What follows belongs to an exercise in optimizing a design on an open flow for small area and a short achievable clock period; a production flow would make more cautious choices.
Only simulation tests tie the RTL to the original design; equivalence was not proved.

Design mult_div_ctrl, start of the top module:
module mult_div_ctrl #(
  parameter int MULT_CYCLES = 5,
  parameter int DIV_CYCLES  = 10
) (
  input  logic        clk,
  input  logic        reset,
  input  logic        start,
  input  logic [2:0]  md_op,
  input  logic [31:0] rs_val,
  input  logic [31:0] rt_val,
  input  logic        md_use_D,
  output logic        busy,
  output logic        stall,
  output logic [31:0] HI,
  output logic [31:0] LO
);
Size: ~1700 cells after synthesis, roughly 180 flip-flops, roughly 140 I/O pins, about 16000 um2 of cells after synthesis.
export LEC_CHECK = 0
export CAP_MARGIN = 20
export CORE_MARGIN = 2
export CORE_UTILIZATION = 40
export GPL_TIMING_DRIVEN = 0
export SLEW_MARGIN = 20
create_clock -name core_clock -period 130.0 [get_ports {clk}]
standard.sh (not shown) runs the stock make flow with config.mk's settings and CLKGATE_MAP_FILE= SYNTH_SCRIPT=/design/flow/synth_recipe.tcl, a recipe that flattens the netlist after the stock synthesis.
==> flow/flow/run.sh <==
#!/bin/bash
# The standard layout with three changes:
#  - every input and output port is buffered by buf_1 instead of the cell buffer_ports picks;
#  - after the standard synthesis, flow/netopt.py sets combinational cells to their smallest
#    drive strength and moves full-adder carries to the CIN pin, before the rest of the
#    standard flow runs (and repairs slew, capacitance and timing where needed);
#  - clock tree synthesis adds no dummy load cells.
set -euo pipefail
R=$PWD/orfs/results/sky130hd/mult_div_ctrl/base
LIB=$FLOW_HOME/platforms/sky130hd/lib/sky130_fd_sc_hd__tt_025C_1v80.lib
BP="BUFFER_PORTS_ARGS=-buffer_cell sky130_fd_sc_hd__buf_1"
CTS="CTS_ARGS=-sink_clustering_enable -repair_clock_nets -buf_list sky130_fd_sc_hd__clkbuf_8 -dont_use_dummy_load"
bash standard.sh "$BP" "$CTS" $R/1_2_yosys.v > synth.log 2>&1
cp $R/1_2_yosys.v synth_netlist.v.log
python3 flow/netopt.py $R/1_2_yosys.v $LIB > netopt.log 2>&1
bash standard.sh "$BP" "$CTS" finish > standard.log 2>&1
Other scripts of this flow, unchanged in this note and not shown: flow/flow/netopt.py
The baseline finished with timing, DRC and antenna clean.
Next try:
CAP_MARGIN = 0   (was 20)
GPL_TIMING_DRIVEN = unset   (was 0)
SLEW_MARGIN = 0   (was 20)
=> Clock-buffer cell count does not change; critical path depth stays the same; worst setup slack gains 65 ps; hold slack loses 10 ps; register-to-register slack gains 2200 ps; wire length went down by about a fifth; global-route usage went down by 4.7 points; area after synthesis does not change; cell count went down by a few percent.
Next try:
CAP_MARGIN = 20   (was 0)
CORE_UTILIZATION = 65   (was 40)
SLEW_MARGIN = 20   (was 0)
Sequential share of layout area rises by 0.34 points.
Worst setup slack is better by 26 ps.
Routed wire length falls by 5.1%.


mult_div_ctrl, a different RTL version from the one above (not shown whole).
Size: roughly 1500 cells after synthesis, ~170 flip-flops, roughly 140 I/O pins.
Design mult_div_ctrl, start of the top module:
module mult_div_ctrl #(
  parameter int MULT_CYCLES = 5,
  parameter int DIV_CYCLES  = 10
) (
  input  logic        clk,
  input  logic        reset,
  input  logic        start,
  input  logic [2:0]  md_op,
  input  logic [31:0] rs_val,
  input  logic [31:0] rt_val,
  input  logic        md_use_D,
  output logic        busy,
  output logic        stall,
  output logic [31:0] HI,
  output logic [31:0] LO
);
export LEC_CHECK = 0
export CAP_MARGIN = 20
export CORE_MARGIN = 2
export CORE_UTILIZATION = 40
export SLEW_MARGIN = 20
create_clock -name core_clock -period 130.0 [get_ports {clk}]
run.sh (not shown) runs the stock make flow with config.mk's settings and CLKGATE_MAP_FILE= SYNTH_SCRIPT=/design/flow/synth_recipe.tcl, a recipe that flattens the netlist after the stock synthesis.
Stock flow here: none of the scripts above is used.
Next try:
==> flow/flow/run.sh (new file) <==
#!/bin/bash
# The standard layout with two changes:
#  - every input and output port is buffered by buf_1 instead of the cell buffer_ports picks;
#  - after the standard synthesis, combinational cells are set to their smallest drive strength
#    (flow/downsize.py) before the rest of the standard flow runs and repairs where needed.
set -euo pipefail
R=$PWD/orfs/results/sky130hd/mult_div_ctrl/base
LIB=$FLOW_HOME/platforms/sky130hd/lib/sky130_fd_sc_hd__tt_025C_1v80.lib
BP="BUFFER_PORTS_ARGS=-buffer_cell sky130_fd_sc_hd__buf_1"
bash standard.sh "$BP" $R/1_2_yosys.v > synth.log 2>&1
cp $R/1_2_yosys.v synth_netlist_before_downsize.v.log
python3 flow/downsize.py $R/1_2_yosys.v $LIB > downsize.log 2>&1
bash standard.sh "$BP" finish > standard.log 2>&1
==> flow/flow/downsize.py (new file) <==
# Rewrites a Yosys netlist so that every combinational cell uses the smallest drive strength
# of its family (same function and pins, e.g. a22oi_2 -> a22oi_1). Registers keep their cells.
# The layout flow's repair steps upsize again wherever slew, capacitance or timing need it.
import re, sys, collections
net, lib = sys.argv[1], sys.argv[2]
libtxt = open(lib).read()
area = {}
for m in re.finditer(r'cell\s*\(\s*"sky130_fd_sc_hd__(\w+)"\s*\)', libtxt):
    a = re.search(r'area\s*:\s*([\d.]+)', libtxt[m.end():m.end() + 3000])
    if a:
        area[m.group(1)] = float(a.group(1))
dont = ('probe', 'lpflow', 'df', 'edf', 'sdf', 'dl', 'sdl', 'clk', 'conb', 'tap', 'fill',
        'decap', 'diode', 'mux2i_')
fam = collections.defaultdict(list)
for c in area:
    m = re.match(r'(.+)_(\d+)$', c)
    if m:
        fam[m.group(1)].append(c)
best = {}
for f, cells in fam.items():
    if f.startswith(dont):
        continue
    small = min(cells, key=lambda c: area[c])
    for c in cells:
        if c != small:
            best[c] = small
txt = open(net).read()
count = collections.Counter()
def sub(m):
    c = m.group(1)
    if c in best:
        count[c + '->' + best[c]] += 1
        return 'sky130_fd_sc_hd__' + best[c] + ' '
    return m.group(0)
txt = re.sub(r'sky130_fd_sc_hd__(\w+) ', sub, txt)
open(net, 'w').write(txt)
for k, v in sorted(count.items()):
    print(v, k)
==> flow/standard.sh (new file) <==
#!/bin/bash
# synth_recipe.tcl (not shown) runs the flow's synth.tcl, then flattens the netlist and writes it again
# the make line also repeats each setting of config.mk as NAME=value (left out here)
make -C /OpenROAD-flow-scripts/flow DESIGN_CONFIG=/design/flow/config.mk WORK_HOME=/design/flow/orfs CLKGATE_MAP_FILE= SYNTH_SCRIPT=/design/flow/synth_recipe.tcl "${@:-finish}"
removed: flow/run.sh
What happened: The changed run finished with timing, DRC and antenna clean; fmax grows slightly; design area fell by a little under a tenth; critical path depth does not change; setup slack is better by 0.76 ns; synthesized cell count is unchanged; flip-flop and latch count stays the same; routed wire length came out lower by a few percent; die area drops by a few percent; register-to-register slack got worse by 0.18 ns.
Next try:
==> flow/flow/run.sh (replaced) <==
#!/bin/bash
# The standard layout, with every input and output port buffered by the smallest
# plain buffer (buf_1) instead of the cell buffer_ports picks by default.
set -euo pipefail
bash standard.sh BUFFER_PORTS_ARGS="-buffer_cell sky130_fd_sc_hd__buf_1" finish > standard.log 2>&1
removed: flow/flow/downsize.py
After rerunning: Count of clock-buffer cells in the layout stays the same; global-route usage went down by 0.40 points; hold slack is worse by 0.0055 ns; final cell count grows slightly; area after synthesis is higher by a few percent; wire length went up by a few percent.
Next try:
Settings changed: CTS_BUF_LIST set to sky130_fd_sc_hd__clkbuf_8.
Effect: Final area went down slightly; first-iteration DRC count goes down by a few percent; wire length stays flat; final cell count is unchanged.

## port drivers added, routing unchanged
No port has a modelled driver above. Below, the same layouts with a new extraction and two added sets of constraints.
Step 1 (the two cells are an assumption about what drives the block):
set clk [get_ports {clk}]
set_driving_cell -lib_cell sky130_fd_sc_hd__clkbuf_16 $clk
set_driving_cell -lib_cell sky130_fd_sc_hd__buf_2 [delete_from_list [all_inputs] $clk]
Step 2 also shifts input and output timing later by t, the mid clock arrival at the registers, as if the neighbouring blocks saw the same clock.
Three values: ideal, step 1, step 2; two values: the first two.
run	t (ns)	slack for setup (ns)	worst setup path at the end	latest minus earliest clock arrival (ns)
the first run of note 1	0.546	77.386 / 77.352 / 77.352	input to output	0.054 / 0.054
the second run of note 1	0.545	77.451 / 77.424 / 77.424	input to output	0.029 / 0.028
the third run of note 1	0.508	77.477 / 77.450 / 77.450	input to output	0.042 / 0.042
the first run of note 2	0.528	76.682 / 76.657 / 76.657	input to output	0.011 / 0.012
the second run of note 2	0.516	77.442 / 77.421 / 77.421	input to output	0.016 / 0.015
the third run of note 2	0.520	77.426 / 77.405 / 77.405	input to output	0.015 / 0.015
the fourth run of note 2	0.572	77.425 / 77.404 / 77.404	input to output	0.023 / 0.022
After both steps setup and hold are still met in every run listed. For the first run of note 1, which loses most, drivers alone change the setup slack by -0.034 ns; drivers and shift together by -0.034 ns.
